From an optimization exercise on the open Yosys and OpenROAD flow, aimed at small area, a short achievable clock period and few clock cycles; shortcuts taken in it are not production practice.
Function was checked by simulation only, so behaviour that the tests miss may differ from the original.
Power is estimated from default activity; no workload was simulated.

== yarrow ==
Design pcpi_systolic_mmul, start of the top module:
module pcpi_systolic_mmul #(
  parameter int N    = 3,
  parameter int DW   = 16,
  parameter int ACCW = 2*DW+$clog2(N)+1
) (
  input  logic        clk,
  input  logic        resetn,
  input  logic        pcpi_valid,
  input  logic [31:0] pcpi_insn,
  input  logic [31:0] pcpi_rs1,
  input  logic [31:0] pcpi_rs2,
  output logic        pcpi_wr,
  output logic [31:0] pcpi_rd,
  output logic        pcpi_wait,
  output logic        pcpi_ready
);
Size in the first run: about 1100 flip-flops, ~130 I/O pins.
Settings: LEC_CHECK=0, CAP_MARGIN=20, CORE_MARGIN=2, CORE_UTILIZATION=40, CTS_BUF_LIST=sky130_fd_sc_hd__clkbuf_16, CTS_CLUSTER_DIAMETER=60, CTS_CLUSTER_SIZE=20, SLEW_MARGIN=20; clock period 14.0 ns.
standard.sh (not shown) runs the stock make flow with config.mk's settings and CLKGATE_MAP_FILE= SYNTH_SCRIPT=/design/flow/synth_recipe.tcl, a recipe that flattens the netlist after the stock synthesis.
==> flow/flow/run.sh <==
#!/bin/bash
set -euo pipefail
export SETUP_SLACK_MARGIN=9.65
export BUFFER_PORTS_ARGS="-buffer_cell sky130_fd_sc_hd__buf_4"
bash standard.sh > standard.log 2>&1
yarrow: flow completed, timing, DRC and antenna clean
Testbench counts of yarrow, summed over its fixed seeds: cycles 19,035.
diff inputs: yarrow => pepper
==> flow/flow/run.sh <==
#!/bin/bash
set -euo pipefail
export SETUP_SLACK_MARGIN=9.8
export BUFFER_PORTS_ARGS="-buffer_cell sky130_fd_sc_hd__buf_4"
bash standard.sh > standard.log 2>&1
### Flow results
Between yarrow and pepper, the overall power consumption figures differ only marginally. Compared with yarrow, in pepper portion of total power attributed to combinational logic shows an increase of 0.3 points; path length in cells of the critical path decreased by 6 relative to the old numbers; wire length of the first global-routing pass essentially unchanged; number of standard cells in the final layout excluding fillers rose by 0.64%. When the final numbers for pepper and yarrow were put side by side, the worst stage delay on the critical path turned out to be greater in yarrow. pepper vs yarrow — number of clock-tree buffers in the layout climbed by a few percent. ~same switching portion of total power in pepper and yarrow. In the metrics for pepper and yarrow, the one carrying the lower vias after detailed routing is yarrow. Post-synthesis to final-layout area growth (lower): yarrow.
Input-level comparison between amber and pepper:
diff --git a/flow/config.mk b/flow/config.mk
--- a/flow/config.mk
+++ b/flow/config.mk
@@ -10,5 +10,5 @@
 export CORE_UTILIZATION = 40
 export CTS_BUF_LIST = sky130_fd_sc_hd__clkbuf_16
-export CTS_CLUSTER_DIAMETER = 60
-export CTS_CLUSTER_SIZE = 20
+export CTS_CLUSTER_DIAMETER = 80
+export CTS_CLUSTER_SIZE = 24
 export SLEW_MARGIN = 20
==> comparison <==
- When amber is measured against pepper, its routing usage on met3 turns out 0.73 points lower.
- amber improves on pepper in worst setup slack.
- Comparing amber and pepper, the higher final wirelength is on amber.
- Relative to pepper, combinational fraction of design power has gone up in amber.
- When amber is set beside pepper, its routed length on met3 turns out to be about 3.6% smaller.
- amber against pepper: final core utilization now smaller, post-route cell area now smaller.
#### Input delta (quartz over amber)
==> flow/flow/run.sh <==
#!/bin/bash
set -euo pipefail
export SETUP_SLACK_MARGIN=9.95
export BUFFER_PORTS_ARGS="-buffer_cell sky130_fd_sc_hd__buf_4"
bash standard.sh > standard.log 2>&1
diff --git a/flow/config.mk b/flow/config.mk
--- a/flow/config.mk
+++ b/flow/config.mk
@@ -10,5 +10,5 @@
 export CORE_UTILIZATION = 40
 export CTS_BUF_LIST = sky130_fd_sc_hd__clkbuf_16
-export CTS_CLUSTER_DIAMETER = 80
-export CTS_CLUSTER_SIZE = 24
+export CTS_CLUSTER_DIAMETER = 60
+export CTS_CLUSTER_SIZE = 20
 export SLEW_MARGIN = 20
Findings:
- Run comparison: quartz termination of the worst setup path pcpi_rd[0]; amber termination of the worst setup path pcpi_rd[1]
- On switching component of the power: quartz sits above amber.
- quartz vs. amber: worst slack after detailed placement decreased by 0.43 ns relative to the old numbers, leakage dissipation grew by about 5%, part of the total power dissipated in the clock network higher.
#### Input delta (violet over quartz)
==> flow/flow/run.sh <==
#!/bin/bash
set -euo pipefail
export SETUP_SLACK_MARGIN=9.9
export BUFFER_PORTS_ARGS="-buffer_cell sky130_fd_sc_hd__buf_4"
bash standard.sh > standard.log 2>&1
diff --git a/flow/config.mk b/flow/config.mk
--- a/flow/config.mk
+++ b/flow/config.mk
@@ -10,5 +10,5 @@
 export CORE_UTILIZATION = 40
 export CTS_BUF_LIST = sky130_fd_sc_hd__clkbuf_16
-export CTS_CLUSTER_DIAMETER = 60
-export CTS_CLUSTER_SIZE = 20
+export CTS_CLUSTER_DIAMETER = 80
+export CTS_CLUSTER_SIZE = 24
 export SLEW_MARGIN = 20
violet completed every stage of the flow, and the final layout passed the timing, design-rule and antenna checks.
On total placed cells including tap cells, quartz and violet are neck and neck.
Beginning of the critical path: pcpi_rd[0] -> quartz, pcpi_rs1[2] -> violet
When the final numbers for quartz and violet were put side by side, the required time of the critical path turned out to be smaller in quartz.
violet: worst-case hold slack 0.012 ns above quartz
On violet: clock distribution area overhead in the final layout is 1.9 points lower than what quartz gave.
violet vs quartz: share of total power in combinational logic up
#### Input delta (onyx over violet)
diff --git a/flow/config.mk b/flow/config.mk
--- a/flow/config.mk
+++ b/flow/config.mk
@@ -10,5 +10,5 @@
 export CORE_UTILIZATION = 40
 export CTS_BUF_LIST = sky130_fd_sc_hd__clkbuf_16
-export CTS_CLUSTER_DIAMETER = 80
-export CTS_CLUSTER_SIZE = 24
+export CTS_CLUSTER_DIAMETER = 60
+export CTS_CLUSTER_SIZE = 20
 export SLEW_MARGIN = 20
## What came out
- onyx: done, clean on timing, DRC and antenna
- Against violet as the reference, onyx delivers a higher routed wire length.
- Going from violet to onyx, count of filler cells inserted in the layout shrank slightly.
- Post-layout minimum cycle time: onyx vs violet down 0.0091 ns

---

pcpi_systolic_mmul, a different RTL version from the one above (not shown whole).
For scale: roughly 130 I/O pins, roughly 53000 µm² of cells after synthesis.
export LEC_CHECK = 0
export CAP_MARGIN = 20
export CORE_MARGIN = 2
export CORE_UTILIZATION = 40
export CTS_BUF_LIST = sky130_fd_sc_hd__clkbuf_16
export CTS_CLUSTER_DIAMETER = 60
export CTS_CLUSTER_SIZE = 20
export SLEW_MARGIN = 20
create_clock -name core_clock -period 14.0 [get_ports {clk}]
==> flow/flow/run.sh <==
#!/bin/bash
set -euo pipefail
export SETUP_SLACK_MARGIN=9.7
bash standard.sh > standard.log 2>&1
The starting point went through all stages and came out clean.
Testbench counts at the start, summed over its fixed seeds: cycles 19,035.
Edit:
==> flow/flow/run.sh (replaced) <==
#!/bin/bash
set -euo pipefail
export SETUP_SLACK_MARGIN=9.85
export BUFFER_PORTS_ARGS="-buffer_cell sky130_fd_sc_hd__buf_4"
bash standard.sh > standard.log 2>&1
- cell area is higher by 1.2%
- non-clock buffer count is higher by 51
- via count increases by 1.2%
- utilization went up by 0.59 points
- worst hold slack degrades by 0.021 ns
- power grows by about 1.3%
- register-to-register slack is better by 0.02 ns

---

oak:
Another version of the RTL of pcpi_systolic_mmul (not shown whole).
Size in the first run: ~1,100 flip-flops, ~130 I/O pins, roughly 0.053 sq mm of cells after synthesis.
==> flow/design.v (excerpt) <==
module pcpi_systolic_mmul #(
  parameter int N    = 3,
  parameter int DW   = 16,
  parameter int ACCW = 2*DW+$clog2(N)+1
) (
  input  logic        clk,
  input  logic        resetn,
  input  logic        pcpi_valid,
  input  logic [31:0] pcpi_insn,
  input  logic [31:0] pcpi_rs1,
  input  logic [31:0] pcpi_rs2,
  output logic        pcpi_wr,
  output logic [31:0] pcpi_rd,
  output logic        pcpi_wait,
  output logic        pcpi_ready
);
  localparam int NN = 9;
  localparam int PW = 33;
  logic [15:0]   a_m    [NN];
  logic [15:0]   b_m    [NN];
  logic [15:0]   thresh;
  logic [PW-1:0] cp     [NN];
  logic [PW-1:0] c_m    [NN];    
  logic          c_zero;         
  function automatic logic [31:0] sat32(input logic [PW-1:0] v);
    if (v[32] != v[31]) sat32 = v[32] ? 32'h8000_0000 : 32'h7fff_ffff;
    else                sat32 = v[31:0];
  endfunction
  ...
==> flow/config.mk <==
export PLATFORM = sky130hd
export DESIGN_NAME = pcpi_systolic_mmul
export DESIGN_NICKNAME = pcpi_systolic_mmul
export VERILOG_FILES = /design/flow/design.v
export SDC_FILE = /design/flow/constraint.sdc
export NUM_CORES = 4
export LEC_CHECK = 0
export CAP_MARGIN = 20
export CORE_MARGIN = 2
export CORE_UTILIZATION = 40
export CTS_BUF_LIST = sky130_fd_sc_hd__clkbuf_16
export CTS_CLUSTER_DIAMETER = 60
export CTS_CLUSTER_SIZE = 26
export SLEW_MARGIN = 20
==> flow/constraint.sdc <==
create_clock -name core_clock -period 14.0 [get_ports {clk}]
set_input_delay 2.8000 -clock core_clock [delete_from_list [all_inputs] [get_ports {clk}]]
set_output_delay 2.8000 -clock core_clock [all_outputs]
set_load 0.01 [all_outputs]
==> flow/flow/run.sh <==
#!/bin/bash
set -euo pipefail
export SETUP_SLACK_MARGIN=10.0
export BUFFER_PORTS_ARGS="-buffer_cell sky130_fd_sc_hd__buf_4"
bash standard.sh > standard.log 2>&1
oak completed every stage of the flow, and the final layout passed the timing, design-rule and antenna checks.
Testbench counts of oak, summed over its fixed seeds: cycles 19,035.
Changes in cedar relative to oak:
- CORE_UTILIZATION changed from 40 to 55
- PLACE_DENSITY newly set to 0.7
==> results.txt <==
- Taking oak as the reference, in cedar portion of total power attributed to combinational logic shows a reduction of 0.5 points, die extent in x shows a reduction of about 15%, buffer count from post-CTS setup fixing shows a reduction of 1, logic depth of the worst register-to-register path shows a reduction of 2, maximum level of the CTS H-tree shows no meaningful change.
- Looking only at total leakage power, and setting everything else aside, the lower value of cedar and oak goes to cedar.
- Relative to oak, utilization after layout increased by 17 points in cedar.
- Of the two values seen for startpoint of the worst setup timing path, pcpi_rs1[0] was produced by cedar and pcpi_rs1[3] by oak.
- Diff oak -> cedar: setup slack after placement shrank by 34 ps; highest clock rate went down.
- cedar went all the way through the flow, and no timing, DRC or antenna check failed.

-- what the ideal ports hide --
Ports are ideal in the flow. The routed layouts listed here were re-timed in OpenROAD.
Step 1 sets driving cells, clkbuf_16 on the clock port and buf_2 on the other inputs (assumed; they add their load-dependent delay and slew).
Step 2 times the ports against the registers' clock, not the clock port: input delays grow and output delays shrink by t, the midpoint of the rising clock arrivals with the driver on.
Slacks: no drivers / after step 1 / after step 2; pairs: no drivers / after step 1.
run | t, ns | setup slack, ns | worst register clock-pin slew, ns
yarrow | 0.778 | 9.684 / 9.684 / 8.983 | 0.09 / 0.09
pepper | 0.789 | 9.812 / 9.818 / 9.072 | 0.09 / 0.09
amber | 0.770 | 9.820 / 9.829 / 9.100 | 0.10 / 0.10
quartz | 0.786 | 9.926 / 9.856 / 9.199 | 0.09 / 0.09
violet | 0.766 | 9.925 / 9.860 / 9.201 | 0.11 / 0.11
onyx | 0.784 | 9.934 / 9.863 / 9.190 | 0.09 / 0.09
the first run of note 2 | 0.792 | 8.440 / 8.440 / 8.440 | 0.09 / 0.09
the second run of note 2 | 0.786 | 8.460 / 8.460 / 8.460 | 0.08 / 0.08
oak | 0.788 | 9.846 / 9.711 / 8.923 | 0.10 / 0.10
cedar | 0.766 | 9.637 / 9.575 / 8.809 | 0.10 / 0.10
After both steps setup and hold are still met in every run listed. The setup slack of oak, which loses most, moves by -0.135 ns with the drivers and by -0.923 ns with both steps.
